Context: an optimization exercise on an open-source flow, tuned for small area. The choices shown serve that exercise and are no tape-out recipe. In this exercise RTL edits were held to simulation tests only and were not proved equivalent to the original. No activity file was given, so power comes from the tool's default toggle rates.

==> flow/design.v <==
package blit_pkg;
    localparam int addr_w       = 20;
    localparam int word_w       = 32;
    localparam int buf_words    = 9;      
    localparam int burst_len    = 8;
    localparam int guard_cycles = 16;     
    localparam int n_write_bytes = 37;
    localparam int n_read_bytes  = 4;
    localparam int n_color_bytes = 8;
    localparam int n_font_bytes  = 6;
    localparam int readout_first = 4;     
    localparam int readout_end   = 36;
    localparam int status_busy_bit  = 0;
    localparam int status_ready_bit = 1;
    localparam logic [15:0] fcolor_reset = 16'hffff;
    localparam logic [15:0] bcolor_reset = 16'h0000;
    typedef union packed {
        logic [word_w-1:0]        word;
        logic [word_w/8-1:0][7:0] bytes;   
        logic [1:0][word_w/2-1:0] pix;     
    } buf_word_u;
    typedef enum logic [2:0] {
        st_idle,
        st_load,
        st_mem_wait,
        st_font_run,
        st_read_ack,
        st_readout
    } seq_state_e;
endpackage
`timescale 1ns/1ps
module blit_top (
    input  logic        dma_clk,
    input  logic        rst_n,
    input  logic [7:0]  mcu_din,
    input  logic        mcu_clk,
    input  logic        mcu_dir,
    input  logic [31:0] mem_rd_data,
    input  logic        mem_rd_data_valid,
    input  logic        mem_init_calib,
    output logic [7:0]  mcu_dout,
    output logic        mem_cmd,
    output logic        mem_cmd_en,
    output logic [19:0] mem_addr,
    output logic [31:0] mem_wr_data,
    output logic [3:0]  mem_data_mask
);
    localparam logic [2:0] S_IDLE  = 3'd0;
    localparam logic [2:0] S_LOAD  = 3'd1;
    localparam logic [2:0] S_FONT  = 3'd2;
    localparam logic [2:0] S_WAIT  = 3'd3;
    localparam logic [2:0] S_BURST = 3'd4;
    localparam logic [2:0] S_DONE  = 3'd5;
    localparam logic [2:0] S_RACK  = 3'd6;
    localparam logic [2:0] S_ROUT  = 3'd7;
    logic [3:0] clk_s;
    logic [2:0] dir_s;
    logic       clk_rise, dir;
    assign clk_rise = clk_s[2] & ~clk_s[3];
    assign dir      = dir_s[2];
    always_ff @(posedge dma_clk or negedge rst_n) begin
        if (!rst_n) begin
            clk_s <= '0;
            dir_s <= '0;
        end else begin
            clk_s <= {clk_s[2:0], mcu_clk};
            dir_s <= {dir_s[1:0], mcu_dir};
        end
    end
    logic [2:0]  state;
    logic [5:0]  cnt;        
    logic        is_read;    
    logic        is_font;    
    logic [15:0] fcolor, bcolor;
    logic [19:0] addr;
    logic [7:0]  wmask;
    logic [7:0][7:0] lane [4];     
    logic byte_in, fall, issue, step, last_beat;
    logic ld_data, cap, wr_shift, rd_shift;
    assign byte_in   = (state == S_LOAD) & clk_rise & dir;
    assign fall      = (state == S_LOAD) & ~dir;
    assign issue     = (state == S_WAIT) & mem_init_calib & ~mem_rd_data_valid;
    assign step      = (state == S_BURST) & (~is_read | mem_rd_data_valid);
    assign last_beat = step & (cnt[2:0] == 3'd7);
    assign ld_data   = byte_in & (cnt >= 6'd4) & (cnt < 6'd36);
    assign cap       = (state == S_BURST) & is_read & mem_rd_data_valid;
    assign wr_shift  = (state == S_BURST) & ~is_read & ~is_font;
    assign rd_shift  = (state == S_ROUT) & clk_rise & (cnt[1:0] == 2'd3);
    always_ff @(posedge dma_clk or negedge rst_n) begin
        if (!rst_n) begin
            state      <= S_IDLE;
            cnt        <= '0;
            is_read    <= 1'b0;
            is_font    <= 1'b0;
            mem_cmd_en <= 1'b0;
            fcolor     <= 16'hffff;
            bcolor     <= 16'h0000;
        end else begin
            mem_cmd_en <= issue;
            case (state)
                S_IDLE: begin
                    cnt <= '0;
                    if (dir) state <= S_LOAD;
                end
                S_LOAD: begin
                    if (byte_in && cnt != 6'd38) cnt <= cnt + 6'd1;
                    if (fall) begin
                        state   <= S_IDLE;
                        cnt     <= '0;
                        is_read <= (cnt == 6'd4);
                        is_font <= (cnt == 6'd6);
                        case (cnt)
                            6'd37, 6'd4: state <= S_WAIT;
                            6'd6:        state <= S_FONT;
                            6'd8: begin
                                fcolor <= {lane[1][7], lane[0][7]};
                                bcolor <= {lane[3][7], lane[2][7]};
                            end
                            default: ;
                        endcase
                    end
                end
                S_FONT: begin
                    cnt <= cnt + 6'd1;
                    if (cnt == 6'd9) state <= S_WAIT;
                end
                S_WAIT: begin
                    cnt <= '0;
                    if (issue) state <= S_BURST;
                end
                S_BURST: begin
                    if (step) cnt <= cnt + 6'd1;
                    if (last_beat) state <= S_DONE;
                end
                S_DONE: begin
                    cnt   <= '0;
                    state <= is_read ? S_RACK : S_IDLE;
                end
                S_RACK: begin
                    if (clk_rise) state <= S_ROUT;
                end
                S_ROUT: begin
                    if (clk_rise) begin
                        cnt <= cnt + 6'd1;
                        if (cnt == 6'd31) state <= S_IDLE;
                    end
                end
                default: state <= S_IDLE;
            endcase
        end
    end
    always_ff @(posedge dma_clk) begin
        if (byte_in && cnt == 6'd0) addr[7:0]   <= mcu_din;
        if (byte_in && cnt == 6'd1) addr[15:8]  <= mcu_din;
        if (byte_in && cnt == 6'd2) addr[19:16] <= mcu_din[3:0];
        if (byte_in && (cnt == 6'd5 || cnt >= 6'd36)) wmask <= mcu_din;
        for (int j = 0; j < 4; j++) begin
            if (cap || wr_shift || rd_shift || (ld_data && cnt[1:0] == 2'(j))) begin
                for (int s = 0; s < 7; s++) lane[j][s] <= lane[j][s+1];
                lane[j][7] <= cap ? mem_rd_data[8*j +: 8] : mcu_din;
            end
        end
    end
    logic [1:0]  gbits;
    logic [31:0] head;
    always_comb begin
        case (cnt[1:0])
            2'd0: gbits = lane[0][7][7:6];
            2'd1: gbits = lane[0][7][5:4];
            2'd2: gbits = lane[0][7][3:2];
            default: gbits = lane[0][7][1:0];
        endcase
    end
    assign head  = {lane[3][0], lane[2][0], lane[1][0], lane[0][0]};
    assign mem_cmd       = ~is_read;
    assign mem_addr      = addr;
    assign mem_wr_data   = is_font ? {gbits[0] ? fcolor : bcolor, gbits[1] ? fcolor : bcolor}
                                   : head;
    assign mem_data_mask = wmask[cnt[2:0]] ? 4'h0 : 4'hf;
    logic [7:0] rd_byte;
    always_comb begin
        case (cnt[1:0])
            2'd0: rd_byte = lane[0][0];
            2'd1: rd_byte = lane[1][0];
            2'd2: rd_byte = lane[2][0];
            default: rd_byte = lane[3][0];
        endcase
    end
    assign mcu_dout      = (state == S_ROUT) ? rd_byte
                                             : {6'b0, state == S_RACK,
                                                state == S_LOAD || state == S_FONT ||
                                                state == S_WAIT || state == S_BURST ||
                                                state == S_DONE};
endmodule
==> flow/run.sh <==
#!/bin/bash
# synth_recipe.tcl (not shown) runs the flow's synth.tcl, then flattens the netlist and writes it again
# the make line also repeats each setting of config.mk as NAME=value (left out here)
make -C /OpenROAD-flow-scripts/flow DESIGN_CONFIG=/design/flow/config.mk WORK_HOME=/design/flow/orfs CLKGATE_MAP_FILE= SYNTH_SCRIPT=/design/flow/synth_recipe.tcl finish
==> flow/config.mk <==
export PLATFORM = sky130hd
export DESIGN_NAME = blit_top
export DESIGN_NICKNAME = blit_top
export VERILOG_FILES = /design/flow/design.v
export SDC_FILE = /design/flow/constraint.sdc
export NUM_CORES = 4
export LEC_CHECK = 0
export CAP_MARGIN = 20
export CORE_MARGIN = 2
export CORE_UTILIZATION = 40
export CTS_BUF_LIST = sky130_fd_sc_hd__clkbuf_4
export PLACE_DENSITY = 0.6
export SLEW_MARGIN = 20
==> flow/constraint.sdc <==
create_clock -name core_clock -period 6.0 [get_ports {dma_clk}]
set_input_delay 1.2000 -clock core_clock [delete_from_list [all_inputs] [get_ports {dma_clk}]]
set_output_delay 1.2000 -clock core_clock [all_outputs]
set_load 0.01 [all_outputs]
==> impl_metrics.tcl, run 1 <==
set metrics [dict create \
    min_delay_worst_endpoint "dir_s[2]$_DFF_PN0_" \
    post-route-drc-count 0 \
    timing.reg2reg.setup_slack_ns 2.45 \
    worst_path_max_delay_cell "mux2i_2" \
    die-area_mm2 0.03233 \
    ys_dominant_reg_cell "edfxtp_1" \
    cts.sink_count 335 \
    r2r_start "is_font$_DFFE_PN0P_" \
    final_core_utilization 0.4947 \
    grt_setup_unrepaired "no" \
    globalRouteMet3Util 0.04194 \
    setup.worst_path.start_class "flop" \
    worstSkewPairLatency_ns 0.68 \
    layout_common_cells "edfxtp_1, clkbuf_4, clkdlybuf4s50_1" \
    grt_max_degree 67 \
    synth_seq_area_share 0.7946 \
    crit_path_max_fanout 15 \
    length_in_cells_of_the_worst_reg_to_reg_path 5 \
    path_clk_slew_ns 0.06 \
    hpwl_mm 17.17 \
    capture_instance_of_the_worst_register_to_register_path "lane[0][38]$_DFFE_PP_" \
    finalNetCount 916 \
    synth-seq-cells 335 \
    relSlewSlack 0.3218 \
    gr-usage-met1 0.2218 \
    irDropWorstVdd_v 0.0001367 \
    power_leakage_nw 5.584 \
    fmax_ghz 0.1907 \
    max_slew.worst_pin.slew_ns 0.9960 \
    first_pass_grt_wire_length_mm 39.27 \
    status "finished clean" \
    synth-warning-count 2 \
    grt_usage 0.1606 \
    io_pins 112 \
    root_buffer "clkbuf_4" \
    final_layout_size_suffix_gt1_frac 0.2417 \
    die-width_um 179.8 \
    final-hold-violation-count 0 \
    final.period_utilization 0.8738 \
    area_growth_pct 22.07 \
    cp_cell_sequence "inv_1 -> ha_1 -> a222oi_1 -> mux2i_2 -> buf_4 -> mux2i_1 -> a21oi_1 -> clkdlybuf4s50_1" \
    drv_cap 0 \
    port_buffers 111 \
    core_area_mm2 0.03051 \
    cts-root-to-sink-buffers 3 \
    floorplan.rows 64 \
    worst_ep_required_time_ns 4.80 \
    detail-route-antenna-nets 0 \
    p_per_area_mw_per_mm2 333.3 \
    cts_repair_resize_count 0 \
    wire_per_inst_um 19.39 \
    detailroute.via_count 6612 \
    firstDrtPassIters 5 \
    routed_wirelength_mm 25.82 \
    path_class "flop to primary output" \
    cts_setup_buffers 0 \
    htreeDepth 3 \
    tritoncts "yes" \
    synthDistinctLibCells 54 \
    hold_path_class "flop to flop" \
    final_max_slew_viol_count 0 \
    die_h_um 179.8 \
    mostFrequentLayoutCell "edfxtp_1" \
    post_synth.cell_area_avg_um2 18.08 \
    initial_core_util 0.4053 \
    grt_antenna_before_repair 1 \
    setup_viol 0 \
    cp_slowest_stage_delay_ns 0.71 \
    critPathCaptureType "primary output" \
    tritoncts_buffers 86 \
    grt_util_met2 0.2398 \
    tns_ns 0 \
    place_congestion 0.8551 \
    synth_enable_flop_cells 284 \
    grt_pass1_vias 6803 \
    clock-skew-final_ns 0.04485 \
    final.min_clock_period_ns 5.243 \
    whs_path_depth 0 \
    hold_path_startpoint "dir_s[1]$_DFF_PN0_" \
    critical_path_arrival_ns 4.04 \
    hold_buffers 0 \
    synth_fp_nets 736 \
    mappedNetlistArea_mm2 0.01236 \
    syn_inst 684 \
    drt-vias-per-instance 4.964 \
    grt.busiest_layer "met2" \
    gr-total-overflow 0 \
    postSynth.asyncResetShare 0.1522 \
    number_of_violations_reported_at_the_end_of_detailed_routing_iteration_0 494 \
]
[critical path: cells and delay by family (launching register included)]
kind | cells | cell delay, ns
compound gates | 2 | 0.46
fa+ha+maj | 1 | 0.53
buf+inv | 3 | 1.09
flops | 1 | 0.48
mux | 2 | 0.81
[synth_stat cells, types with 3 or more instances]
cell type / n / area (um2)
mux2i_1: 37 / 370.4
o21ai_0: 5 / 25.02
dfstp_2: 16 / 420.4
nor2b_1: 14 / 87.58
a222oi_1: 10 / 100.1
clkbuf_1: 17 / 63.81
buf_2: 6 / 30.03
nor3_1: 6 / 30.03
and3_1: 4 / 25.02
ha_1: 6 / 75.07
nand3_1: 3 / 15.01
a21oi_1: 42 / 210.2
a21o_1: 38 / 285.3
mux2_2: 4 / 45.04
buf_4: 3 / 22.52
edfxtp_1: 284 / 8528
inv_1: 9 / 33.78
mux2_4: 26 / 390.4
nand2_1: 16 / 60.06
nand2b_1: 7 / 43.79
buf_6: 4 / 45.04
dfrtp_1: 35 / 875.8
nor2_1: 46 / 172.7
nor3b_1: 4 / 30.03
[worst max path at each step]
stage | startpoint | endpoint | slack [ns] | cells past startpoint
after floorplan | mem_rd_data_valid | lane[0][0]$_DFFE_PP_ | 2.40 | 4
after global placement | cnt[0]$_DFFE_PN0P_ | mem_wr_data[0] | 1.59 | 7
after detailed placement | cnt[0]$_DFFE_PN0P_ | mem_wr_data[0] | 1.44 | 8
after CTS | cnt[0]$_DFFE_PN0P_ | mem_wr_data[0] | 0.69 | 8
after global routing | cnt[0]$_DFFE_PN0P_ | mem_wr_data[0] | 0.50 | 7
final | cnt[0]$_DFFE_PN0P_ | mem_wr_data[15] | 0.76 | 8
[layout make-up]
type                            count  area (um2)
Timing Repair Buffer              122        1189
Antenna cell                        1       2.502
Inverter                            9       33.78
Fill cell                        2604       15420
Clock buffer                      142        1066
Sequential cell                   335        9828
Tap cell                          396       495.5
Multi-Input combinational cell    310        2374
Clock inverter                     17       105.1
[cells by family after synthesis]
kind of cell | after synthesis | share of synthesized area
multiplexers | 71 | 0.07104
AND/OR/NAND/NOR | 115 | 0.04726
flip-flops | 335 | 0.7946
AO/OA/AOI/OAI | 118 | 0.06527
adder cells (fa/ha/maj) | 6 | 0.006071
buffers and inverters | 39 | 0.01579
[report_power, final]
| group | internal (W) | switching, W |
|---|---|---|
| registers | 0.00255 | 0.0000400 |
| logic | 0.000202 | 0.000246 |
| clock network | 0.00111 | 0.000881 |
[through the flow]
stage,total power (W),setup slack [ns],hold slack (ns),instance area [um2],instances
after CTS,0.005110,0.6854,0.3486,15080,1331
after global routing,0.005274,0.5018,0.3589,15090,1332
final,0.005030,0.7570,0.3462,15090,1332
after global placement,0.003078,1.588,0.3345,13910,1172
after detailed placement,0.003085,1.437,0.3347,13910,1172
after floorplan,0.002915,2.397,0.3312,12360,684
[layer usage]
metal | share of wire | vias to the layer above
li1 | - | 3065
met5 | 0 | -
met3 | 0.065 | 50
met2 | 0.46 | 215
met1 | 0.45 | 3282
met4 | 0.024 | 0
[flip-flops by register name, summed over array words and instances (netlist names)]
name and flops:
addr 20, bcolor 16, clk_s 4, cnt 6, dir_s 3, fcolor 16, is_font 1, is_read 1
lane 256, mem_cmd_en 1, state 3, wmask 8
==> run 2: changes to the inputs <==
--- a/flow/config.mk
+++ b/flow/config.mk
@@ -9,5 +9,4 @@
 export CORE_MARGIN = 2
 export CORE_UTILIZATION = 40
-export CTS_BUF_LIST = sky130_fd_sc_hd__clkbuf_4
 export PLACE_DENSITY = 0.6
 export SLEW_MARGIN = 20
==> run 2 against run 1 <==
- register-to-register slack about the same
- first-iteration DRC count decreased by 3.0%
- non-clock buffer count unchanged
- fmax rose by 3.5%
- clock power is 3% higher
- final area down 0.50%
- sequential share of layout area is 0.33 points higher
- combinational power is essentially flat
- global-route usage is 0.42 points lower
- critical endpoint unchanged
- highest routed layer unchanged
==> impl_metrics.tcl, run 2 <==
set metrics [dict create \
    detailroute.via_count 6309 \
    detail-route-antenna-nets 0 \
    drt-vias-per-instance 5.109 \
    mappedNetlistArea_mm2 0.01236 \
    crit_path_max_fanout 15 \
    worstSkewPairLatency_ns 0.50 \
    synthDistinctLibCells 54 \
    routed_wirelength_mm 25.36 \
    largest_register "lane" \
    grt_setup_unrepaired "no" \
    setup.worst_path.start_class "flop" \
    first_pass_grt_wire_length_mm 38.26 \
    drv_cap 0 \
    p_per_area_mw_per_mm2 338.8 \
    final_max_slew_viol_count 0 \
    area_growth_pct 21.46 \
    largest_register_ff_count 256 \
    antennaDiodeCount 0 \
    finalNetCount 865 \
    hpwl_mm 17.17 \
    synth_seq_area_share 0.7946 \
    path_clk_slew_ns 0.06 \
    tns_ns 0 \
    grt_pass1_vias 6334 \
    critPathCaptureType "primary output" \
    status "finished clean" \
    final_core_utilization 0.4922 \
    dpl_cell_area_mm2 0.01391 \
    root_buffer "clkbuf_16" \
    gr-total-overflow 0 \
    cts_setup_buffers 0 \
    synth.largest_area_cell "edfxtp_1" \
    die_h_um 179.8 \
    cts_repair_resize_count 0 \
    grt_antenna_before_repair 0 \
    relSlewSlack 0.3208 \
    cts-root-to-sink-buffers 3 \
    syn_inst 684 \
    reg.largest.list "lane x256, addr x20" \
    netSwitchingFraction 0.2197 \
    tritoncts "yes" \
    cts.sink_count 335 \
    fin_area_mm2 0.01502 \
    synth_fp_nets 736 \
    power.sequential.fraction 0.509 \
    post-synth-top-count-cell "edfxtp_1" \
    fmax_ghz 0.1974 \
    power.combinational.fraction 0.088 \
    clock-skew-final_ns 0.01111 \
    place_congestion 0.8551 \
    floorplan.rows 64 \
    initial_core_util 0.4053 \
    hold_buffers 0 \
    power.internal_w 0.003970 \
    mostFrequentLayoutCell "edfxtp_1" \
    io_pins 112 \
    core_area_mm2 0.03051 \
    hold_path_class "flop to flop" \
    post_synth.cell_area_avg_um2 18.08 \
    grt_usage 0.1564 \
    postSynth.asyncResetShare 0.1522 \
    wire_per_inst_um 20.53 \
    tritoncts_buffers 35 \
    irDropWorstVdd_v 0.0002581 \
    path_class "flop to primary output" \
    synth-warning-count 2 \
    critical_path_arrival_ns 3.86 \
    layout.cells.non_filler 1235 \
    worst_ep_required_time_ns 4.80 \
    synth-seq-cells 335 \
    die-area_mm2 0.03233 \
    grt_max_degree 67 \
    final.period_utilization 0.8441 \
    synth.cells.most_frequent "edfxtp_1, nor2_1, a21oi_1" \
    firstDrtPassIters 6 \
    ys_dominant_reg_cell "edfxtp_1" \
    max_slew.worst_pin.slew_ns 0.9975 \
    yosys-top-cells-area "edfxtp_1, dfrtp_1, dfstp_2" \
    dp.cells 1172 \
    power.clock.fraction 0.403 \
    switchingPower_w 0.001118 \
    setup_viol 0 \
    die-width_um 179.8 \
    final_layout_size_suffix_gt1_frac 0.1478 \
    htreeDepth 2 \
    port_buffers 111 \
    layout_common_cells "edfxtp_1, clkdlybuf4s50_1, nor2_1" \
    final.min_clock_period_ns 5.065 \
    final-hold-violation-count 0 \
    yosysTopAreaCellShare 0.6897 \
    power_leakage_nw 5.428 \
    final_layout_worst_hold_slack_ns 0.3458 \
    post-route-drc-count 0 \
    synth_enable_flop_cells 284 \
    number_of_violations_reported_at_the_end_of_detailed_routing_iteration_0 479 \
]
[run 2: cell count changes in the layout (fill, tap and decap cells not counted), moves of 3 or more]
cell / change
clkbuf_1: +10
clkbuf_16: +37
clkbuf_4: -142
clkbuf_8: +4
clkinv_1: -4
clkinv_2: +4
clkinvlp_4: -3
[run 2: area by class of cell]
cell class              instances  area, um2
fillers                      2543      15490
flip-flops and latches        335       9828
multi-input cells             310       2374
repair buffers                122       1189
clock buffers                  51       1018
well taps                     396      495.5
clock inverters                12      80.08
inverters                       9      33.78
[run 2: kinds of logic (layout without fill, tap and decap cells)]
family	count (synthesis)	after routing	synth area share
buf+inv	39	194	0.01579
fa+ha+maj	6	6	0.006071
simple gates	115	115	0.04726
compound gates	118	118	0.06527
mux	71	71	0.07104
flops	335	335	0.7946
[run 2: metal layers]
layer  share of wire  wire length, um  track usage
met1            0.46            11660       0.2245
met2            0.46            11670       0.2398
met3           0.057             1436      0.03262
met4           0.023              588      0.05073
met5               0                0            0
[run 2: critical path, cell delays in order (launching register included)]
cell and delay [ns]:
dfrtp_1 0.48, inv_1 0.15, ha_1 0.52, a222oi_1 0.22, mux2i_2 0.71, buf_4 0.35
mux2i_1 0.11, a21oi_1 0.24, clkdlybuf4s50_1 0.58
[run 2: power by group through the flow]
stage          clock network [W]  registers [W]  logic (W)
3_3_place_gp                   0        0.00263   0.000444
3_5_place_dp                   0        0.00264   0.000450
5_1_grt                  0.00220        0.00259   0.000486
6_report                 0.00205        0.00259   0.000448
4_1_cts                  0.00210        0.00259   0.000451
2_1_floorplan                  0        0.00262   0.000300
[run 2: path summary, 6_finish.rpt]
| kind | from | cells past startpoint | slack, ns | endpoint |
|---|---|---|---|---|
| worst max register to register | is_font$_DFFE_PN0P_ | 5 | 2.44 | lane[0][36]$_DFFE_PP_ |
| max in group asynchronous | rst_n | 2 | 4.60 | is_font$_DFFE_PN0P_ |
| worst max-delay path | cnt[0]$_DFFE_PN0P_ | 8 | 0.94 | mem_wr_data[15] |
| worst min-delay path | clk_s[0]$_DFF_PN0_ | 0 | 0.35 | clk_s[1]$_DFF_PN0_ |
| min in group asynchronous | rst_n | 2 | 0.84 | clk_s[1]$_DFF_PN0_ |
| worst min register to register | clk_s[0]$_DFF_PN0_ | 0 | 0.35 | clk_s[1]$_DFF_PN0_ |
[run 2: metrics by stage]
stage | setup WS, ns | total power (W)
global placement | 1.588 | 0.003078
CTS | 0.8820 | 0.005140
detailed placement | 1.437 | 0.003085
finish | 0.9352 | 0.005088
floorplan | 2.397 | 0.002915
global route | 0.6836 | 0.005278
==> run 3: changes to the inputs <==
--- a/flow/config.mk
+++ b/flow/config.mk
@@ -9,4 +9,6 @@
 export CORE_MARGIN = 2
 export CORE_UTILIZATION = 40
+export CTS_BUF_LIST = sky130_fd_sc_hd__clkbuf_2 sky130_fd_sc_hd__clkbuf_4 sky130_fd_sc_hd__clkbuf_8
+export CTS_CLUSTER_SIZE = 30
 export PLACE_DENSITY = 0.6
 export SLEW_MARGIN = 20
==> run 3 against run 2 <==
- clock power hardly changed
- via count is 2.3% higher
- critical path depth stayed put
- worst setup slack worse by 0.081 ns
- wire length is 1.6% higher
- largest cell class unchanged
==> impl_metrics.tcl, run 3 <==
set metrics [dict create \
    max_slew.worst_pin.slew_ns 0.9971 \
    area_growth_pct 22.10 \
    die-width_um 179.8 \
    htreeDepth 2 \
    detail-route-antenna-nets 0 \
    io_pins 112 \
    root_buffer "clkbuf_8" \
    final.period_utilization 0.8576 \
    final-hold-violation-count 0 \
    crit_path_max_fanout 15 \
    grt_usage 0.1580 \
    core_area_mm2 0.03051 \
    status "finished clean" \
    largest_register_ff_count 256 \
    syn_inst 684 \
    worst_ep_required_time_ns 4.80 \
    synth.largest_area_cell "edfxtp_1" \
    number_of_violations_reported_at_the_end_of_detailed_routing_iteration_0 452 \
    place_congestion 0.8551 \
    critPathCaptureType "primary output" \
    fin_total_pwr_w 0.005097 \
    post-synth-top-count-cell "edfxtp_1" \
    ff_latch_area_mm2 0.009828 \
    die_h_um 179.8 \
    cts-root-to-sink-buffers 3 \
    final_max_slew_viol_count 0 \
    synth-warning-count 2 \
    drv_cap 0 \
    synth_fp_nets 736 \
    final_layout_size_suffix_gt1_frac 0.2014 \
    drt-vias-per-instance 5.061 \
    irDropWorstVdd_v 0.0001778 \
    synth_enable_flop_cells 284 \
    critical_path_arrival_ns 3.95 \
    setup.worst_path.start_class "flop" \
    finalNetCount 885 \
    post_synth.cell_area_avg_um2 18.08 \
    dp_worst_setup_slack_ns 1.437 \
    tritoncts_buffers 55 \
    synth-seq-cells 335 \
    tritoncts "yes" \
    grt_util_met2 0.2391 \
    power_leakage_nw 5.521 \
    initial_core_util 0.4053 \
    hold_path_class "flop to flop" \
    grt_antenna_before_repair 0 \
    gr-total-overflow 0 \
    path_clk_slew_ns 0.07 \
    setup_viol 0 \
    hpwl_mm 17.17 \
    final_layout_worst_hold_slack_ns 0.3461 \
    routed_wirelength_mm 25.77 \
    worstSkewPairLatency_ns 0.58 \
    final.min_clock_period_ns 5.146 \
    grt_max_degree 67 \
    multi_input_area_mm2 0.002374 \
    layout.cells.non_filler 1275 \
    cts.sink_count 335 \
    synthDistinctLibCells 54 \
    fmax_ghz 0.1943 \
    cts_setup_buffers 0 \
    grt_pass1_vias 6517 \
    detailroute.via_count 6453 \
    layout_common_cells "edfxtp_1, clkdlybuf4s50_1, clkbuf_8" \
    tns_ns 0 \
    grt.busiest_layer "met2" \
    postSynth.asyncResetShare 0.1522 \
    synth.cells.most_frequent "edfxtp_1, nor2_1, a21oi_1" \
    reg.largest.list "lane x256, addr x20" \
    yosysTopAreaCellShare 0.6897 \
    synth_seq_area_share 0.7946 \
    antennaDiodeCount 0 \
    gr-usage-met1 0.2239 \
    hold_buffers 0 \
    path_class "flop to primary output" \
    mostFrequentLayoutCell "edfxtp_1" \
    dp.cells 1172 \
    clock-skew-final_ns 0.02304 \
    mappedNetlistArea_mm2 0.01236 \
    final_critical_path_setup_slack_ns 0.8544 \
    globalRouteMet3Util 0.03809 \
    layout.filler_cells 2544 \
    floorplan.rows 64 \
    first_pass_grt_wire_length_mm 38.83 \
    firstDrtPassIters 5 \
    largest_register "lane" \
    relSlewSlack 0.3211 \
    die-area_mm2 0.03233 \
    p_per_area_mw_per_mm2 337.6 \
    post-route-drc-count 0 \
    ys_dominant_reg_cell "edfxtp_1" \
    yosys-top-cells-area "edfxtp_1, dfrtp_1, dfstp_2" \
    port_buffers 111 \
    grt_setup_unrepaired "no" \
    wire_per_inst_um 20.21 \
    cts_repair_resize_count 0 \
]
[run 3: critical path, cell delays in order (launching register included)]
cell and delay [ns]:
dfrtp_1 0.48, inv_1 0.15, ha_1 0.53, a222oi_1 0.22, mux2i_2 0.71, buf_4 0.35, mux2i_1 0.10, a21oi_1 0.23
clkdlybuf4s50_1 0.58
[run 3: where the power goes]
part | internal (W) | switching [W]
clock network | 0.00119 | 0.000864
logic | 0.000202 | 0.000247
registers | 0.00255 | 0.0000402
total | 0.00395 | 0.00115
[run 3: area by class of cell]
cell class                 count  area share
tap                          396     0.03282
sequential                   335      0.6510
clock inverter                 9    0.005138
multi-input combinational    310      0.1572
timing repair buffer         122     0.07873
inverter                       9    0.002238
clock buffer                  94     0.07285
[run 3: path summary, 6_finish.rpt]
path / slack (ns) / to / from / cells past startpoint
hold reg to reg: 0.35 / dir_s[2]$_DFF_PN0_ / dir_s[1]$_DFF_PN0_ / 0
max in group asynchronous: 4.67 / is_font$_DFFE_PN0P_ / rst_n / 2
min in group asynchronous: 0.78 / bcolor[0]$_DFFE_PN0P_ / rst_n / 2
setup reg to reg: 2.39 / lane[0][3]$_DFFE_PP_ / is_font$_DFFE_PN0P_ / 5
hold / removal: 0.35 / dir_s[2]$_DFF_PN0_ / dir_s[1]$_DFF_PN0_ / 0
setup / recovery: 0.85 / mem_wr_data[15] / cnt[0]$_DFFE_PN0P_ / 8
[run 3: stage by stage]
stage | util | instance area [um2]
6_report | 0.4948 | 15100
5_1_grt | 0.4948 | 15100
4_1_cts | 0.4944 | 15080
3_5_place_dp | 0.4558 | 13910
3_3_place_gp | 0.4558 | 13910
2_1_floorplan | - | 12360
[run 3: cell families after synthesis]
group,after synthesis,synth area share
buffers and inverters,39,0.01579
and+or+nand+nor,115,0.04726
adders and majority gates,6,0.006071
DFF,335,0.7946
muxes,71,0.07104
AOI/OAI and AO/OA,118,0.06527
[run 3: metal layers]
| layer | routed length [um] | vias up | share of wire |
|---|---|---|---|
| li1 | - | 2954 | - |
| met1 | 11850 | 3225 | 0.46 |
| met2 | 11700 | 231 | 0.45 |
| met3 | 1608 | 43 | 0.062 |
| met4 | 608 | 0 | 0.024 |
| met5 | 0 | - | 0 |
==> run 4: changes to the inputs <==
--- a/flow/design.v
+++ b/flow/design.v
@@ -73,4 +73,5 @@
     logic        is_font;    
     logic [15:0] fcolor, bcolor;
+    logic        col_set;    
     logic [19:0] addr;
     logic [7:0]  wmask;
@@ -94,6 +95,5 @@
             is_font    <= 1'b0;
             mem_cmd_en <= 1'b0;
-            fcolor     <= 16'hffff;
-            bcolor     <= 16'h0000;
+            col_set    <= 1'b0;
         end else begin
             mem_cmd_en <= issue;
@@ -114,6 +114,5 @@
                             6'd6:        state <= S_FONT;
                             6'd8: begin
-                                fcolor <= {lane[1][7], lane[0][7]};
-                                bcolor <= {lane[3][7], lane[2][7]};
+                                col_set <= 1'b1;
                             end
                             default: ;
@@ -155,4 +154,8 @@
         if (byte_in && cnt == 6'd2) addr[19:16] <= mcu_din[3:0];
         if (byte_in && (cnt == 6'd5 || cnt >= 6'd36)) wmask <= mcu_din;
+        if (fall && cnt == 6'd8) begin
+            fcolor <= {lane[1][7], lane[0][7]};
+            bcolor <= {lane[3][7], lane[2][7]};
+        end
         for (int j = 0; j < 4; j++) begin
             if (cap || wr_shift || rd_shift || (ld_data && cnt[1:0] == 2'(j))) begin
@@ -175,6 +178,11 @@
     assign mem_cmd       = ~is_read;
     assign mem_addr      = addr;
-    assign mem_wr_data   = is_font ? {gbits[0] ? fcolor : bcolor, gbits[1] ? fcolor : bcolor}
-                                   : head;
+    logic [1:0] pf, pb, p1;
+    assign pf = {2{is_font & col_set}} & gbits;
+    assign pb = {2{is_font & col_set}} & ~gbits;
+    assign p1 = {2{is_font & ~col_set}} & gbits;    
+    assign mem_wr_data   = ({32{~is_font}} & head)
+                         | {{16{pf[0]}} & fcolor | {16{pb[0]}} & bcolor | {16{p1[0]}},
+                            {16{pf[1]}} & fcolor | {16{pb[1]}} & bcolor | {16{p1[1]}}};
     assign mem_data_mask = wmask[cnt[2:0]] ? 4'h0 : 4'hf;
     logic [7:0] rd_byte;
==> flow/flow/run.sh (new file) <==
#!/bin/bash
# The standard layout (standard.sh, which also runs the standard synthesis),
# with two changes: ports are buffered with buf_1 instead of the default
# buffer, and CTS builds its tree from clkbuf_8/16 in clusters of up to 30 sinks without dummy loads.
# Each ORFS step's make output goes to its own log here; ORFS keeps each
# tool's full log under orfs/logs/.
set -uo pipefail
ARGS=(
  'BUFFER_PORTS_ARGS=-buffer_cell sky130_fd_sc_hd__buf_1'
  'CTS_ARGS=-sink_clustering_enable -repair_clock_nets -dont_use_dummy_load -buf_list {sky130_fd_sc_hd__clkbuf_8 sky130_fd_sc_hd__clkbuf_16} -sink_clustering_size 30 -sink_clustering_max_diameter 80'
)
for step in synth floorplan place cts route finish; do
  if ! bash standard.sh "${ARGS[@]}" "$step" > "make_$step.log" 2>&1; then
    tail -n 40 "make_$step.log"
    exit 1
  fi
done
ls -l out/final.def
==> flow/standard.sh (new file) <==
#!/bin/bash
# synth_recipe.tcl (not shown) runs the flow's synth.tcl, then flattens the netlist and writes it again
# the make line also repeats each setting of config.mk as NAME=value (left out here)
make -C /OpenROAD-flow-scripts/flow DESIGN_CONFIG=/design/flow/config.mk WORK_HOME=/design/flow/orfs CLKGATE_MAP_FILE= SYNTH_SCRIPT=/design/flow/synth_recipe.tcl "${@:-finish}"
==> flow/config.mk (replaced) <==
export PLATFORM = sky130hd
export DESIGN_NAME = blit_top
export DESIGN_NICKNAME = blit_top
export VERILOG_FILES = /design/flow/design.v
export SDC_FILE = /design/flow/constraint.sdc
export NUM_CORES = 4
export LEC_CHECK = 0
export CAP_MARGIN = 20
export CORE_MARGIN = 2
export CORE_UTILIZATION = 70
export PLACE_DENSITY = 0.8
export SLEW_MARGIN = 20
removed: flow/run.sh
==> run 4 against run 3 <==
- still clean
- critical endpoint is now mem_wr_data[30]
- combinational power decreased by 26%
- count of clock-buffer cells in the layout is 79 lower
- largest cell class unchanged
- first-iteration DRC count increased by 100%
- final area shrank 12%
- largest power group unchanged
==> impl_metrics.tcl, run 4 <==
set metrics [dict create \
    cts-root-to-sink-buffers 3 \
    initial_core_util 0.7122 \
    netSwitchingFraction 0.2182 \
    final.period_utilization 0.7910 \
    mappedNetlistArea_mm2 0.01223 \
    clock-skew-final_ns 0.05639 \
    synthDistinctLibCells 43 \
    power.combinational.fraction 0.084 \
    die-area_mm2 0.01855 \
    fin_total_pwr_w 0.003980 \
    finalNetCount 865 \
    hold_path_class "flop to flop" \
    grt_pass1_vias 6312 \
    layout_common_cells "edfxtp_1, buf_1, a21oi_1" \
    grt_util_met2 0.4140 \
    critPathCaptureType "primary output" \
    tritoncts_buffers 15 \
    worst_ep_required_time_ns 4.80 \
    status "finished clean" \
    dp_worst_setup_slack_ns 1.664 \
    synth_enable_flop_cells 316 \
    hpwl_mm 16.03 \
    post-synth-top-count-cell "edfxtp_1" \
    ff_latch_area_mm2 0.009990 \
    firstDrtPassIters 6 \
    wire_per_inst_um 23.21 \
    routed_wirelength_mm 24.05 \
    largest_register "lane" \
    largest_register_ff_count 256 \
    die_h_um 136.2 \
    cts_setup_buffers 0 \
    reg.largest.list "lane x256, addr x20" \
    irDropWorstVdd_v 0.0002994 \
    synth.cells.most_frequent "edfxtp_1, a21oi_1, nand2_1" \
    power.clock.fraction 0.270 \
    antennaDiodeCount 0 \
    root_buffer "clkbuf_16" \
    cts.sink_count 336 \
    grt_setup_unrepaired "no" \
    p_per_area_mw_per_mm2 299.9 \
    path_class "flop to primary output" \
    mostFrequentLayoutCell "edfxtp_1" \
    synth_fp_nets 766 \
    fmax_ghz 0.2107 \
    synth-seq-cells 336 \
    relSlewSlack 0.3262 \
    syn_inst 714 \
    cpLargestDelayFamily "compound AO/OA/AOI/OAI gates" \
    grt_antenna_before_repair 0 \
    detailroute.via_count 6697 \
    post-route-drc-count 0 \
    core_area_mm2 0.01718 \
    detail-route-antenna-nets 0 \
    power.internal_w 0.003112 \
    final-hold-violation-count 0 \
    area_growth_pct 8.489 \
    yosys-top-cells-area "edfxtp_1, dfrtp_1, a21oi_1" \
    power.sequential.fraction 0.646 \
    floorplan.rows 48 \
    globalRouteMet3Util 0.04437 \
    path_clk_slew_ns 0.10 \
    layout.filler_cells 993 \
    port_buffers 111 \
    critPathBufInv 3 \
    setup_viol 0 \
    synth-warning-count 2 \
    hold_buffers 0 \
    critical_path_arrival_ns 3.55 \
    grt_usage 0.2632 \
    final_max_slew_viol_count 0 \
    synth.largest_area_cell "edfxtp_1" \
    grt.busiest_layer "met2" \
    final_layout_size_suffix_gt1_frac 0.09125 \
    first_pass_grt_wire_length_mm 35.69 \
    final_core_utilization 0.7727 \
    worstSkewPairLatency_ns 0.50 \
    die-width_um 136.2 \
    switchingPower_w 0.0008683 \
    io_pins 112 \
    place_congestion 0.9713 \
    drv_cap 0 \
    drt-vias-per-instance 6.464 \
    cts_repair_resize_count 0 \
    htreeDepth 1 \
    worst_path_max_delay_cell "a21oi_4" \
    max_slew.worst_pin.slew_ns 1.011 \
    tritoncts "yes" \
    setup.worst_path.start_class "flop" \
    number_of_violations_reported_at_the_end_of_detailed_routing_iteration_0 918 \
    post_synth.cell_area_avg_um2 17.13 \
    synth_seq_area_share 0.8166 \
    crit_path_max_fanout 23 \
    critical_path.most_common_cell "a21oi_1" \
    power_leakage_nw 4.261 \
    multi_input_area_mm2 0.002102 \
    tns_ns 0 \
    final_critical_path_setup_slack_ns 1.254 \
    cp_slowest_stage_delay_ns 0.64 \
    yosysTopAreaCellShare 0.7757 \
    final.min_clock_period_ns 4.746 \
    gr-total-overflow 0 \
    cp_cell_sequence "inv_1 -> ha_1 -> a222oi_1 -> a21oi_4 -> buf_4 -> a21oi_1 -> a21oi_1 -> mux2_2 -> buf_1" \
    gr-usage-met1 0.3940 \
    grt_max_degree 50 \
    postSynth.asyncResetShare 0.05952 \
    ys_dominant_reg_cell "edfxtp_1" \
]
## run 4: cell types whose count changed after synthesis, sizes merged, moves of 5 or more
cell | previous run | this run
o21ai | 5 | 11
nor2b | 14 | 25
mux2i | 39 | 1
a21oi | 42 | 76
clkbuf | 17 | 34
nor2 | 46 | 19
dfstp | 16 | 0
buf | 13 | 6
nand2 | 16 | 56
dfrtp | 35 | 20
a21o | 38 | 4
a31oi | 2 | 7
edfxtp | 284 | 316
nand3 | 3 | 36
## run 4: worst paths after layout
check | from | to | slack, ns | cells after the start
max | cnt[0]$_DFFE_PN0P_ | mem_wr_data[30] | 1.25 | 9
min | dir_s[1]$_DFF_PN0_ | dir_s[2]$_DFF_PN0_ | 0.35 | 0
max reg2reg | state[0]$_DFFE_PN0P_ | lane[2][12]$_DFFE_PP_ | 2.73 | 5
min reg2reg | dir_s[1]$_DFF_PN0_ | dir_s[2]$_DFF_PN0_ | 0.35 | 0
max in group asynchronous | rst_n | state[2]$_DFFE_PN0P_ | 4.94 | 1
min in group asynchronous | rst_n | state[1]$_DFFE_PN0P_ | 0.67 | 1
## run 4: cells by family after synthesis
logic type,synth area share
compound gates,0.06004
buf+inv,0.01524
mux,0.03396
flops,0.8166
fa+ha+maj,0.006137
xor+xnor,0.0007161
simple gates,0.06730
## run 4: cell type report
type | instances | share of cell area
Clock buffer | 15 | 0.02828
Inverter | 6 | 0.001697
Timing Repair Buffer | 122 | 0.03771
Multi-Input combinational cell | 332 | 0.1584
Sequential cell | 336 | 0.7527
Tap cell | 225 | 0.02121
## run 4: metrics by stage
step	hold slack, ns	area, um2	instances
floorplan	0.3312	12230	714
global placement	0.3335	12880	1021
finish	0.3489	13270	1036
global route	0.3680	13270	1036
detailed placement	0.3358	12880	1021
CTS	0.3517	13260	1036
## run 4: layer usage
| layer | wire, um | share of wire |
|---|---|---|
| met3 | 2349 | 0.098 |
| met5 | 0 | 0 |
| met2 | 11440 | 0.48 |
| met1 | 9599 | 0.40 |
| met4 | 654 | 0.027 |
## run 4: power by group through the flow
stage          clock (W)  sequential (W)  combinational, W
6_report         0.00107         0.00257          0.000334
5_1_grt          0.00116         0.00257          0.000365
4_1_cts          0.00109         0.00257          0.000323
3_5_place_dp           0         0.00262          0.000319
3_3_place_gp           0         0.00262          0.000299
2_1_floorplan          0         0.00261          0.000233
==> run 5: changes to the inputs <==
--- a/flow/config.mk
+++ b/flow/config.mk
@@ -8,5 +8,5 @@
 export CAP_MARGIN = 20
 export CORE_MARGIN = 2
-export CORE_UTILIZATION = 70
-export PLACE_DENSITY = 0.8
+export CORE_UTILIZATION = 40
+export PLACE_DENSITY = 0.6
 export SLEW_MARGIN = 20
==> run 5 against run 4 <==
- hold slack got worse by 0.026 ns
- clock power rose by 5%
- global-route usage fell by 11 points
- non-clock buffer count rose by 2
- worst setup slack got worse by 0.17 ns
- combinational power barely moved
- highest routed layer unchanged
- via count fell by 6.8%
- largest cell class unchanged
==> impl_metrics.tcl, run 5 <==
set metrics [dict create \
    firstDrtPassIters 5 \
    routed_wirelength_mm 24.48 \
    dpl_cell_area_mm2 0.01311 \
    post-synth-top-count-cell "edfxtp_1" \
    fin_total_pwr_w 0.004025 \
    detailroute.via_count 6240 \
    mappedNetlistArea_mm2 0.01223 \
    tritoncts_buffers 16 \
    synth_seq_area_share 0.8166 \
    io_pins 112 \
    core_area_mm2 0.03035 \
    syn_inst 714 \
    port_buffers 111 \
    largest_register_ff_count 256 \
    initial_core_util 0.4031 \
    multi_input_area_mm2 0.002101 \
    hold_path_startpoint "clk_s[1]$_DFF_PN0_" \
    detail-route-antenna-nets 0 \
    drt-vias-per-instance 5.157 \
    path_class "flop to primary output" \
    area_growth_pct 10.55 \
    synth-seq-cells 336 \
    synth_enable_flop_cells 316 \
    floorplan.rows 64 \
    tns_ns 0 \
    cts-root-to-sink-buffers 3 \
    grt_antenna_before_repair 0 \
    p_per_area_mw_per_mm2 297.6 \
    worst_ep_required_time_ns 4.80 \
    relSlewSlack 0.2862 \
    reg.largest.list "lane x256, addr x20" \
    yosys-top-cells-area "edfxtp_1, dfrtp_1, a21oi_1" \
    post_synth.cell_area_avg_um2 17.13 \
    power_leakage_nw 4.279 \
    final_max_slew_viol_count 0 \
    path_clk_slew_ns 0.10 \
    critical_path_arrival_ns 3.72 \
    finalNetCount 868 \
    first_pass_grt_wire_length_mm 36.71 \
    synthDistinctLibCells 43 \
    drv_cap 0 \
    antennaDiodeCount 0 \
    mostFrequentLayoutCell "edfxtp_1" \
    grt_usage 0.1547 \
    cts_setup_buffers 0 \
    fmax_ghz 0.2033 \
    min_delay_worst_endpoint "clk_s[2]$_DFF_PN0_" \
    critPathCaptureType "primary output" \
    ff_latch_area_mm2 0.009990 \
    htreeDepth 1 \
    hold_buffers 0 \
    yosysTopAreaCellShare 0.7757 \
    die_h_um 178.9 \
    whs_path_depth 0 \
    die-width_um 178.9 \
    synth_fp_nets 766 \
    root_buffer "clkbuf_16" \
    fin_area_mm2 0.01352 \
    final.period_utilization 0.8200 \
    final_layout_size_suffix_gt1_frac 0.09337 \
    hold_path_class "flop to flop" \
    worstSkewPairLatency_ns 0.51 \
    cts.sink_count 336 \
    place_congestion 0.8246 \
    number_of_violations_reported_at_the_end_of_detailed_routing_iteration_0 671 \
    largest_register "lane" \
    synth.cells.most_frequent "edfxtp_1, a21oi_1, nand2_1" \
    cts_repair_resize_count 0 \
    setup.worst_path.start_class "flop" \
    wire_per_inst_um 20.23 \
    layout.filler_cells 2644 \
    setup_viol 0 \
    irDropWorstVdd_v 0.0002049 \
    layout_common_cells "edfxtp_1, buf_1, a21oi_1" \
    crit_path_max_fanout 22 \
    status "finished clean" \
    final.min_clock_period_ns 4.920 \
    tritoncts "yes" \
    hpwl_mm 16.81 \
    timing.reg2reg.setup_slack_ns 2.69 \
    postSynth.asyncResetShare 0.05952 \
    max_slew.worst_pin.slew_ns 1.071 \
    length_in_cells_of_the_worst_reg_to_reg_path 5 \
    die-area_mm2 0.03200 \
    gr-total-overflow 0 \
    synth-warning-count 2 \
    ys_dominant_reg_cell "edfxtp_1" \
    grt_setup_unrepaired "no" \
    grt_pass1_vias 6072 \
    post-route-drc-count 0 \
    synth.largest_area_cell "edfxtp_1" \
    capture_instance_of_the_worst_register_to_register_path "lane[0][4]$_DFFE_PP_" \
    clock-skew-final_ns 0.04425 \
    grt_max_degree 44 \
    final-hold-violation-count 0 \
    r2r_start "state[0]$_DFFE_PN0P_" \
]
[run 5: power breakdown]
group / leakage [nW] / total, W / internal [W] / switching [W]
clock: 0.197 / 0.00112 / 0.000481 / 0.000641
combinational: 0.982 / 0.000334 / 0.000115 / 0.000220
sequential: 3.10 / 0.00257 / 0.00255 / 0.0000232
[run 5: area by class of cell]
cell class,instances,share of cell area
clock buffers,16,0.02961
inverters,6,0.001665
multi-input cells,332,0.1553
flip-flops and latches,336,0.7387
well taps,396,0.03664
repair buffers,124,0.03803
[run 5: worst max-delay path: stages, from the launching register on]
cell      delay, ns
dfrtp_1        0.51
inv_1          0.13
ha_1           0.63
a222oi_1       0.26
a21oi_2        0.85
buf_4          0.32
a21oi_1        0.05
a21oi_1        0.14
mux2_2         0.16
buf_1          0.15
[run 5: through the flow]
stage | hold WS (ns) | cells | setup WS, ns | utilization
6_report | 0.3226 | 1210 | 1.080 | 0.4456
5_1_grt | 0.3429 | 1210 | 0.7172 | 0.4456
4_1_cts | 0.3247 | 1210 | 1.139 | 0.4452
3_5_place_dp | 0.3347 | 1194 | 1.709 | 0.4320
3_3_place_gp | 0.3330 | 1194 | 1.864 | 0.4320
2_1_floorplan | 0.3312 | 714 | 2.307 | -
[run 5: worst max-delay path by stage]
| stage | from | endpoint | slack, ns |
|---|---|---|---|
| 6_report | cnt[0]$_DFFE_PN0P_ | mem_wr_data[23] | 1.08 |
| 5_1_grt | cnt[0]$_DFFE_PN0P_ | mem_wr_data[23] | 0.72 |
| 4_1_cts | cnt[0]$_DFFE_PN0P_ | mem_wr_data[21] | 1.14 |
| 3_5_place_dp | cnt[0]$_DFFE_PN0P_ | mem_wr_data[19] | 1.71 |
| 3_3_place_gp | cnt[0]$_DFFE_PN0P_ | mem_wr_data[21] | 1.86 |
| 2_1_floorplan | state[0]$_DFFE_PN0P_ | bcolor[0]$_DFFE_PP_ | 2.31 |
[run 5: layer usage]
layer  GRT usage  wire, um  vias to the layer above
met1      0.2371     11690                     3064
met2      0.2264     10480                      227
met3     0.03753      1875                       34
li1            -         -                     2915
met5           0         0                        -
met4     0.02812       440                        0
[run 5: cells by family after synthesis]
group,count (synthesis),share of synthesized area
flip-flops,336,0.8166
AND/OR/NAND/NOR,167,0.06730
AO/OA/AOI/OAI,123,0.06004
buffers and inverters,46,0.01524
multiplexers,35,0.03396
adder cells (fa/ha/maj),6,0.006137
XOR/XNOR,1,0.0007161
==> run 6: changes to the inputs <==
--- a/flow/design.v
+++ b/flow/design.v
@@ -77,12 +77,17 @@
     logic [7:0]  wmask;
     logic [7:0][7:0] lane [4];     
-    logic byte_in, fall, issue, step, last_beat;
+    logic byte_in, fall, issue, step;
     logic ld_data, cap, wr_shift, rd_shift;
+    logic c_sat, c_wr, c_rd, c_font, c_col;
+    assign c_sat  = cnt[5] & cnt[2] & cnt[1];                  
+    assign c_wr   = cnt[5] & cnt[2] & ~cnt[1] & cnt[0];        
+    assign c_rd   = cnt == 6'd4;
+    assign c_font = cnt == 6'd6;
+    assign c_col  = cnt == 6'd8;
     assign byte_in   = (state == S_LOAD) & clk_rise & dir;
     assign fall      = (state == S_LOAD) & ~dir;
     assign issue     = (state == S_WAIT) & mem_init_calib & ~mem_rd_data_valid;
     assign step      = (state == S_BURST) & (~is_read | mem_rd_data_valid);
-    assign last_beat = step & (cnt[2:0] == 3'd7);
-    assign ld_data   = byte_in & (cnt >= 6'd4) & (cnt < 6'd36);
+    assign ld_data   = byte_in & (cnt[5] ? ~cnt[2] : (cnt[4] | cnt[3] | cnt[2]));
     assign cap       = (state == S_BURST) & is_read & mem_rd_data_valid;
     assign wr_shift  = (state == S_BURST) & ~is_read & ~is_font;
@@ -98,51 +103,25 @@
         end else begin
             mem_cmd_en <= issue;
+            if ((state == S_IDLE) || (state == S_WAIT) || (state == S_DONE) || fall) begin
+                cnt <= '0;
+            end else if ((byte_in && !c_sat) || (state == S_FONT) || step ||
+                         ((state == S_ROUT) && clk_rise)) begin
+                cnt <= cnt + 6'd1;
+            end
+            if (fall) begin
+                is_read <= c_rd;
+                is_font <= c_font;
+                if (c_col) col_set <= 1'b1;
+            end
             case (state)
-                S_IDLE: begin
-                    cnt <= '0;
-                    if (dir) state <= S_LOAD;
-                end
-                S_LOAD: begin
-                    if (byte_in && cnt != 6'd38) cnt <= cnt + 6'd1;
-                    if (fall) begin
-                        state   <= S_IDLE;
-                        cnt     <= '0;
-                        is_read <= (cnt == 6'd4);
-                        is_font <= (cnt == 6'd6);
-                        case (cnt)
-                            6'd37, 6'd4: state <= S_WAIT;
-                            6'd6:        state <= S_FONT;
-                            6'd8: begin
-                                col_set <= 1'b1;
-                            end
-                            default: ;
-                        endcase
-                    end
-                end
-                S_FONT: begin
-                    cnt <= cnt + 6'd1;
-                    if (cnt == 6'd9) state <= S_WAIT;
-                end
-                S_WAIT: begin
-                    cnt <= '0;
-                    if (issue) state <= S_BURST;
-                end
-                S_BURST: begin
-                    if (step) cnt <= cnt + 6'd1;
-                    if (last_beat) state <= S_DONE;
-                end
-                S_DONE: begin
-                    cnt   <= '0;
-                    state <= is_read ? S_RACK : S_IDLE;
-                end
-                S_RACK: begin
-                    if (clk_rise) state <= S_ROUT;
-                end
-                S_ROUT: begin
-                    if (clk_rise) begin
-                        cnt <= cnt + 6'd1;
-                        if (cnt == 6'd31) state <= S_IDLE;
-                    end
-                end
+                S_IDLE:  if (dir) state <= S_LOAD;
+                S_LOAD:  if (fall) state <= (c_wr || c_rd) ? S_WAIT :
+                                            c_font          ? S_FONT : S_IDLE;
+                S_FONT:  if (cnt[3] && cnt[0]) state <= S_WAIT;             
+                S_WAIT:  if (issue) state <= S_BURST;
+                S_BURST: if (step && cnt[2:0] == 3'd7) state <= S_DONE;
+                S_DONE:  state <= is_read ? S_RACK : S_IDLE;
+                S_RACK:  if (clk_rise) state <= S_ROUT;
+                S_ROUT:  if (clk_rise && cnt[4:0] == 5'd31) state <= S_IDLE;
                 default: state <= S_IDLE;
             endcase
@@ -153,6 +132,6 @@
         if (byte_in && cnt == 6'd1) addr[15:8]  <= mcu_din;
         if (byte_in && cnt == 6'd2) addr[19:16] <= mcu_din[3:0];
-        if (byte_in && (cnt == 6'd5 || cnt >= 6'd36)) wmask <= mcu_din;
-        if (fall && cnt == 6'd8) begin
+        if (byte_in && (cnt == 6'd5 || (cnt[5] && cnt[2]))) wmask <= mcu_din;
+        if (fall && c_col) begin
             fcolor <= {lane[1][7], lane[0][7]};
             bcolor <= {lane[3][7], lane[2][7]};
==> flow/flow/run.sh (replaced) <==
#!/bin/bash
# The standard layout (standard.sh) with these changes:
# - synthesis is the standard one (the standard flow's synthesis script, sourced
#   unchanged), except that the combinational mapping call to abc uses
#   flow/abc_area_map.script, an area-oriented mapping; abc does not touch
#   the registers;
# - ports are buffered with buf_1 instead of the default buffer;
# - CTS builds its tree from clkbuf_8/16 in clusters of up to 30 sinks,
#   without dummy loads.
# Each step's make output goes to make_<step>.log here; ORFS keeps each
# tool's full log under orfs/logs/.
set -uo pipefail
W=$(pwd)
# the synthesis script standard.sh would use
STD_SYNTH=$(grep -o 'SYNTH_SCRIPT=[^ ]*' standard.sh | head -n 1 | cut -d= -f2)
cat > "$W/area_synth.tcl" <<EOF
proc abc {args} {
  set i [lsearch -exact \$args -script]
  if {\$i >= 0} { lset args [expr {\$i + 1}] $W/flow/abc_area_map.script }
  yosys abc {*}\$args
}
source $STD_SYNTH
EOF
ARGS=(
  "SYNTH_SCRIPT=$W/area_synth.tcl"
  'BUFFER_PORTS_ARGS=-buffer_cell sky130_fd_sc_hd__buf_1'
  'CTS_ARGS=-sink_clustering_enable -repair_clock_nets -dont_use_dummy_load -buf_list {sky130_fd_sc_hd__clkbuf_8 sky130_fd_sc_hd__clkbuf_16} -sink_clustering_size 30 -sink_clustering_max_diameter 80'
)
for step in synth floorplan place cts route finish; do
  if ! bash standard.sh "${ARGS[@]}" "$step" > "make_$step.log" 2>&1; then
    tail -n 40 "make_$step.log"
    exit 1
  fi
done
ls -l out/final.def
==> flow/flow/abc_area_map.script (new file) <==
strash
&get -n
&dch
&put
map -a
==> run 6 against run 5 <==
- still clean
- count of clock-buffer cells in the layout is the same
- via count grew 0.18%
- global-route usage grew 0.80 points
- register-to-register slack gained 0.45 ns
- fmax grew 4.2%
- hold slack gained 0.033 ns
- sequential cell count is the same
- cell count grew 0.50%
- largest power group unchanged
==> impl_metrics.tcl, run 6 <==
set metrics [dict create \
    mappedNetlistArea_mm2 0.01181 \
    mostFrequentLayoutCell "edfxtp_1" \
    cts_setup_buffers 0 \
    area_growth_pct 12.09 \
    synthDistinctLibCells 25 \
    cp_cell_sequence "ha_1 -> clkinv_1 -> or2_2 -> a21oi_2 -> a22oi_1 -> nand3_1 -> buf_1" \
    antennaDiodeCount 0 \
    yosysTopAreaCellShare 0.8036 \
    post_synth.cell_area_avg_um2 16.99 \
    die-area_mm2 0.03091 \
    final_max_slew_viol_count 0 \
    yosys-top-cells-area "edfxtp_1, dfrtp_1, a22oi_1" \
    dp_worst_setup_slack_ns 1.813 \
    tritoncts_buffers 16 \
    routed_wirelength_mm 25.30 \
    hold_path_class "flop to flop" \
    postSynth.asyncResetShare 0.05952 \
    path_class "flop to primary output" \
    critPathCaptureType "primary output" \
    ys_dominant_reg_cell "edfxtp_1" \
    relSlewSlack 0.3520 \
    drt-vias-per-instance 5.141 \
    detailroute.via_count 6251 \
    port_buffers 111 \
    max_slew.worst_pin.slew_ns 0.9720 \
    finalNetCount 887 \
    io_pins 112 \
    htreeDepth 1 \
    final.min_clock_period_ns 4.722 \
    first_pass_grt_wire_length_mm 36.78 \
    synth.largest_area_cell "edfxtp_1" \
    cts.sink_count 336 \
    cts_repair_resize_count 0 \
    power_leakage_nw 4.317 \
    drv_cap 0 \
    hpwl_mm 17.50 \
    status "finished clean" \
    irDropWorstVdd_v 0.0002893 \
    final-hold-violation-count 0 \
    grt_max_degree 65 \
    worst_path_max_delay_cell "a21oi_2" \
    final_layout_worst_hold_slack_ns 0.3557 \
    detail-route-antenna-nets 0 \
    worstSkewPairLatency_ns 0.50 \
    hold_buffers 0 \
    synth_fp_nets 748 \
    path_clk_slew_ns 0.09 \
    worst_ep_required_time_ns 4.80 \
    floorplan.rows 62 \
    critical_path_arrival_ns 3.52 \
    number_of_violations_reported_at_the_end_of_detailed_routing_iteration_0 770 \
    core_area_mm2 0.02886 \
    cp-endpoint "mem_wr_data[11]" \
    grt_pass1_vias 5917 \
    tritoncts "yes" \
    root_buffer "clkbuf_16" \
    synth-seq-cells 336 \
    wire_per_inst_um 20.81 \
    timing.reg2reg.setup_slack_ns 3.14 \
    capture_instance_of_the_worst_register_to_register_path "lane[3][8]$_DFFE_PP_" \
    length_in_cells_of_the_worst_reg_to_reg_path 5 \
    firstDrtPassIters 7 \
    largest_register "lane" \
    clock-skew-final_ns 0.04130 \
    grt_setup_unrepaired "no" \
    crit_path_max_fanout 16 \
    setup.worst_path.start_class "flop" \
    synth_enable_flop_cells 316 \
    grt_usage 0.1627 \
    die-width_um 175.8 \
    fmax_ghz 0.2118 \
    grt_antenna_before_repair 0 \
    place_congestion 0.9046 \
    cts-root-to-sink-buffers 3 \
    largest_register_ff_count 256 \
    synth-warning-count 2 \
    crit_path_start "cnt[0]$_DFFE_PN0P_" \
    post-synth-top-count-cell "edfxtp_1" \
    reg.largest.list "lane x256, addr x20" \
    gr-total-overflow 0 \
    cp_slowest_stage_delay_ns 0.78 \
    initial_core_util 0.4092 \
    final_critical_path_setup_slack_ns 1.278 \
    r2r_start "state[2]$_DFFE_PN0P_" \
    synth.cells.most_frequent "edfxtp_1, nand2_1, clkinv_1" \
    post-route-drc-count 0 \
    synth_seq_area_share 0.8460 \
    layout_common_cells "edfxtp_1, buf_1, nand2_1" \
    p_per_area_mw_per_mm2 470.1 \
    final_layout_size_suffix_gt1_frac 0.04567 \
    syn_inst 695 \
    setup_viol 0 \
    final.period_utilization 0.7871 \
    die_h_um 175.8 \
]
[run 6: cell count changes in the layout (fill, tap and decap cells not counted), moves of 5 or more]
cell,delta
a22oi_1,+43
clkinv_1,+65
a222oi_1,-12
inv_1,-6
and2_1,-5
nand3_1,+6
nand2b_1,-6
a21oi_1,-48
nor2b_1,-25
mux2_2,-32
o21ai_0,+41
nor2_1,+5
nand2_1,+11
[run 6: how the worst min path moves through the flow]
| stage | startpoint | to | slack (ns) | cells past startpoint |
|---|---|---|---|---|
| global route | dir_s[0]$_DFF_PN0_ | dir_s[1]$_DFF_PN0_ | 0.37 | 0 |
| floorplan | clk_s[0]$_DFF_PN0_ | clk_s[1]$_DFF_PN0_ | 0.33 | 0 |
| detailed placement | clk_s[0]$_DFF_PN0_ | clk_s[1]$_DFF_PN0_ | 0.34 | 0 |
| CTS | dir_s[1]$_DFF_PN0_ | dir_s[2]$_DFF_PN0_ | 0.36 | 0 |
| global placement | clk_s[0]$_DFF_PN0_ | clk_s[1]$_DFF_PN0_ | 0.33 | 0 |
| finish | dir_s[1]$_DFF_PN0_ | dir_s[2]$_DFF_PN0_ | 0.36 | 0 |
[run 6: metal layers]
layer  GRT usage  routed length, um  vias up
li1            -                  -     2893
met2      0.2557              11870      201
met4     0.05165                704        0
met3     0.02706               1404       47
met1      0.2338              11320     3110
met5           0                  0        -
[run 6: critical path: cells and delay by family, from the launching register on]
family	cells	cell delay, ns
AO/OA/AOI/OAI	2	0.99
adder cells (fa/ha/maj)	1	0.47
buffers and inverters	2	0.49
flip-flops	1	0.56
AND/OR/NAND/NOR	2	0.53
[run 6: area by class of cell]
type	count	area [um2]
well taps	384	480.5
inverters	65	244.0
fillers	2560	15620
repair buffers	124	514.2
clock buffers	16	400.4
flip-flops and latches	336	9990
multi-input cells	291	1607
[run 6: cells by family (layout without fill, tap and decap cells)]
family / Yosys count / in the layout / synth area share
AOI/OAI and AO/OA: 136 / 136 / 0.06941
xor gates and xnor gates: 1 / 1 / 0.0007419
adders and majority gates: 7 / 7 / 0.007417
buffers and inverters: 68 / 205 / 0.02257
DFF: 336 / 336 / 0.8460
muxes: 1 / 1 / 0.0008478
and+or+nand+nor: 146 / 146 / 0.05298
[run 6: report_power, final]
| part | internal (W) | total [W] | switching, W |
|---|---|---|---|
| logic | 0.000250 | 0.00110 | 0.000853 |
| registers | 0.00371 | 0.00399 | 0.000281 |
| clock network | 0.000481 | 0.00113 | 0.000645 |
[run 6: metrics by stage]
| step | cell area (um2) | total power, W | TNS [ns] | util | instances |
|---|---|---|---|---|---|
| CTS | 13240 | 0.006286 | 0 | 0.4586 | 1216 |
| global placement | 12830 | 0.005128 | 0 | 0.4448 | 1200 |
| global route | 13240 | 0.006540 | 0 | 0.4586 | 1216 |
| finish | 13240 | 0.006222 | 0 | 0.4586 | 1216 |
| floorplan | 11810 | 0.004770 | -86.95 | - | 695 |
| detailed placement | 12830 | 0.005167 | 0 | 0.4448 | 1200 |
==> run 7: changes to the inputs <==
==> flow/flow/abc_area_map.script (replaced) <==
&get -n
&st
&dch
&nf -R 1000
&put
==> run 7 against run 6 <==
- global-route usage is 0.94 points lower
- register-to-register slack worse by 0.87 ns
- via count is 2.7% lower
- critical path type unchanged
==> impl_metrics.tcl, run 7 <==
set metrics [dict create \
    tns_ns 0 \
    tritoncts "yes" \
    cpLargestDelayFamily "simple AND/OR/NAND/NOR gates" \
    firstDrtPassIters 5 \
    htreeDepth 1 \
    wire_per_inst_um 20.18 \
    synth.cells.most_frequent "edfxtp_1, nand2_1, nand3_1" \
    synth_enable_flop_cells 316 \
    ys_dominant_reg_cell "edfxtp_1" \
    drv_cap 0 \
    critical_path_arrival_ns 3.67 \
    cp_slowest_stage_delay_ns 0.70 \
    max_slew.worst_pin.slew_ns 1.126 \
    crit_path_max_fanout 16 \
    grt_max_degree 51 \
    cp_cell_sequence "clkinv_1 -> ha_1 -> a222oi_1 -> nor2_1 -> a21oi_1 -> or3b_1 -> nand3_1 -> buf_1" \
    grt_setup_unrepaired "no" \
    setup_viol 0 \
    die-width_um 175.8 \
    post_synth_fa_ha_maj_area_fraction 0.007415 \
    synthDistinctLibCells 34 \
    critPathCaptureType "primary output" \
    mappedNetlistArea_mm2 0.01181 \
    synth.largest_area_cell "edfxtp_1" \
    hpwl_mm 16.33 \
    finalNetCount 849 \
    setup.worst_path.start_class "flop" \
    layout_common_cells "edfxtp_1, buf_1, nand2_1" \
    worstSkewPairLatency_ns 0.49 \
    routed_wirelength_mm 23.77 \
    largest_register_ff_count 256 \
    tritoncts_buffers 15 \
    dpl_cell_area_mm2 0.01279 \
    largest_register "lane" \
    crit_path_start "cnt[0]$_DFFE_PN0P_" \
    irDropWorstVdd_v 0.0002300 \
    r2r_start "state[0]$_DFFE_PN0P_" \
    synth-warning-count 2 \
    cts.sink_count 336 \
    clock-skew-final_ns 0.02382 \
    detail-route-antenna-nets 0 \
    post_synth.cell_area_avg_um2 17.92 \
    cts_setup_buffers 0 \
    fin_area_mm2 0.01318 \
    hold_path_class "flop to flop" \
    area_growth_pct 11.56 \
    initial_core_util 0.4093 \
    post-synth-top-count-cell "edfxtp_1" \
    path_clk_slew_ns 0.10 \
    worst_ep_required_time_ns 4.80 \
    synth-seq-cells 336 \
    mostFrequentLayoutCell "edfxtp_1" \
    place_congestion 0.8577 \
    critPathBufInv 2 \
    post-route-drc-count 0 \
    cts_repair_resize_count 0 \
    number_of_violations_reported_at_the_end_of_detailed_routing_iteration_0 684 \
    hold_buffers 0 \
    io_pins 112 \
    worst_path_max_delay_cell "or3b_1" \
    floorplan.rows 62 \
    die_h_um 175.8 \
    reg.largest.list "lane x256, addr x20" \
    antennaDiodeCount 0 \
    drt-vias-per-instance 5.163 \
    final-hold-violation-count 0 \
    synth_area_in_xor_xnor 0.001483 \
    synth_fp_nets 712 \
    postSynth.asyncResetShare 0.05952 \
    path_class "flop to primary output" \
    final_max_slew_viol_count 0 \
    power_leakage_nw 4.342 \
    port_buffers 111 \
    gr-total-overflow 0 \
    yosys-top-cells-area "edfxtp_1, dfrtp_1, nand2_1" \
    synth_compound_gate_area_share 0.05011 \
    synth_seq_area_share 0.8458 \
    grt_pass1_vias 5828 \
    final.min_clock_period_ns 4.872 \
    final_layout_size_suffix_gt1_frac 0.04408 \
    hold_path_startpoint "clk_s[1]$_DFF_PN0_" \
    grt_antenna_before_repair 0 \
    grt_usage 0.1534 \
    detailroute.via_count 6082 \
    final.period_utilization 0.8121 \
    relSlewSlack 0.2494 \
    die-area_mm2 0.03092 \
    yosysTopAreaCellShare 0.8034 \
    root_buffer "clkbuf_16" \
    core_area_mm2 0.02886 \
    p_per_area_mw_per_mm2 511.0 \
    synth_top_family_by_area "simple AND/OR/NAND/NOR gates" \
    syn_inst 659 \
    status "finished clean" \
    yosys-mux-area-fraction 0.005508 \
    synthSimpleGateAreaFrac 0.08559 \
    cts-root-to-sink-buffers 3 \
    fmax_ghz 0.2052 \
    fin_total_pwr_w 0.006734 \
    first_pass_grt_wire_length_mm 35.21 \
]
## run 7: cell types whose count changed in the layout (fill, tap and decap cells not counted), sizes merged, moves of 3 or more
cell / previous run / this run
o21ai: 55 / 8
nand2: 67 / 86
nor4: 3 / 0
clkinv: 65 / 7
a222oi: 0 / 10
a22oi: 43 / 32
nor3b: 0 / 3
and3: 0 / 6
nor3: 6 / 3
a21o: 0 / 7
a21oi: 27 / 19
nor2b: 0 / 6
nand2b: 0 / 32
nor2: 24 / 32
## run 7: through the flow
stage,hold WS (ns),setup WS [ns],std cells,utilization
3_5_place_dp,0.3358,1.650,1163,0.4432
2_1_floorplan,0.3312,2.278,659,-
6_report,0.3584,1.128,1178,0.4566
5_1_grt,0.3632,0.8423,1178,0.4566
4_1_cts,0.3611,1.117,1178,0.4562
3_3_place_gp,0.3325,1.823,1163,0.4432
## run 7: path summary, 6_finish.rpt
path                                    endpoint  slack, ns  depth (start not counted)
max in group asynchronous    col_set$_DFFE_PN0P_       5.11                          2
hold reg to reg               clk_s[2]$_DFF_PN0_       0.36                          0
setup reg to reg           lane[3][20]$_DFFE_PP_       2.27                          5
setup / recovery                 mem_wr_data[16]       1.13                          8
min in group asynchronous   mem_cmd_en$_DFF_PN0_       0.66                          2
hold / removal                clk_s[2]$_DFF_PN0_       0.36                          0
## run 7: area by class of cell
type / count / area (um2)
sequential: 336 / 9990
tap: 384 / 480.5
fill: 2548 / 15680
multi-input combinational: 313 / 1798
inverter: 7 / 26.28
timing repair buffer: 123 / 506.7
clock buffer: 15 / 375.4
## run 7: report_power, final
part	leakage [nW]	switching (W)	internal (W)
Sequential	3.18	0.000368	0.00389
Combinational	0.977	0.00102	0.000365
Clock	0.185	0.000633	0.000453
Total	4.34	0.00202	0.00471
## run 7: per-layer routing
| layer | wire (um) | part of all wire | global-route usage |
|---|---|---|---|
| met5 | 0 | 0 | 0 |
| met4 | 895 | 0.038 | 0.06302 |
| met3 | 1394 | 0.059 | 0.02316 |
| met2 | 10680 | 0.45 | 0.2315 |
| met1 | 10790 | 0.45 | 0.2244 |
## run 7: worst reg2reg max path: stages, from the launching register on
cell and delay, ns:
dfrtp_1 0.48, nor3b_1 0.67, nand3_1 0.29, a221oi_1 0.64
a21o_2 0.85, buf_4 0.47
## run 7: cell families (layout without fill, tap and decap cells)
logic type	count (synthesis)	after routing
xor+xnor	2	2
simple gates	216	216
flops	336	336
buf+inv	10	145
fa+ha+maj	7	7
mux	4	4
compound gates	84	84

## afterwards: timing with drivers on the ports
The results above use ideal ports. As a check the final layouts listed here were re-extracted and re-timed, cells and wires unchanged. Step 1 sets driving cells, clkbuf_16 on the clock port and buf_2 on the other inputs (assumed; they add their load-dependent delay and slew). Step 2 also shifts input and output timing later by t, the mid clock arrival at the registers, as if the neighbouring blocks saw the same clock. Three values: ideal, step 1, step 2; two values: the first two.
| run | t (ns) | slack for setup (ns) |
|---|---|---|
| run 1 | 0.700 | 0.757 / 0.714 / 1.414 |
| run 2 | 0.544 | 0.935 / 0.886 / 1.430 |
| run 3 | 0.613 | 0.854 / 0.808 / 1.421 |
| run 4 | 0.518 | 1.254 / 1.212 / 1.730 |
| run 5 | 0.534 | 1.080 / 1.031 / 1.566 |
| run 6 | 0.527 | 1.278 / 1.233 / 1.760 |
| run 7 | 0.526 | 1.128 / 1.080 / 1.607 |
After both steps setup and hold are still met in every run listed.
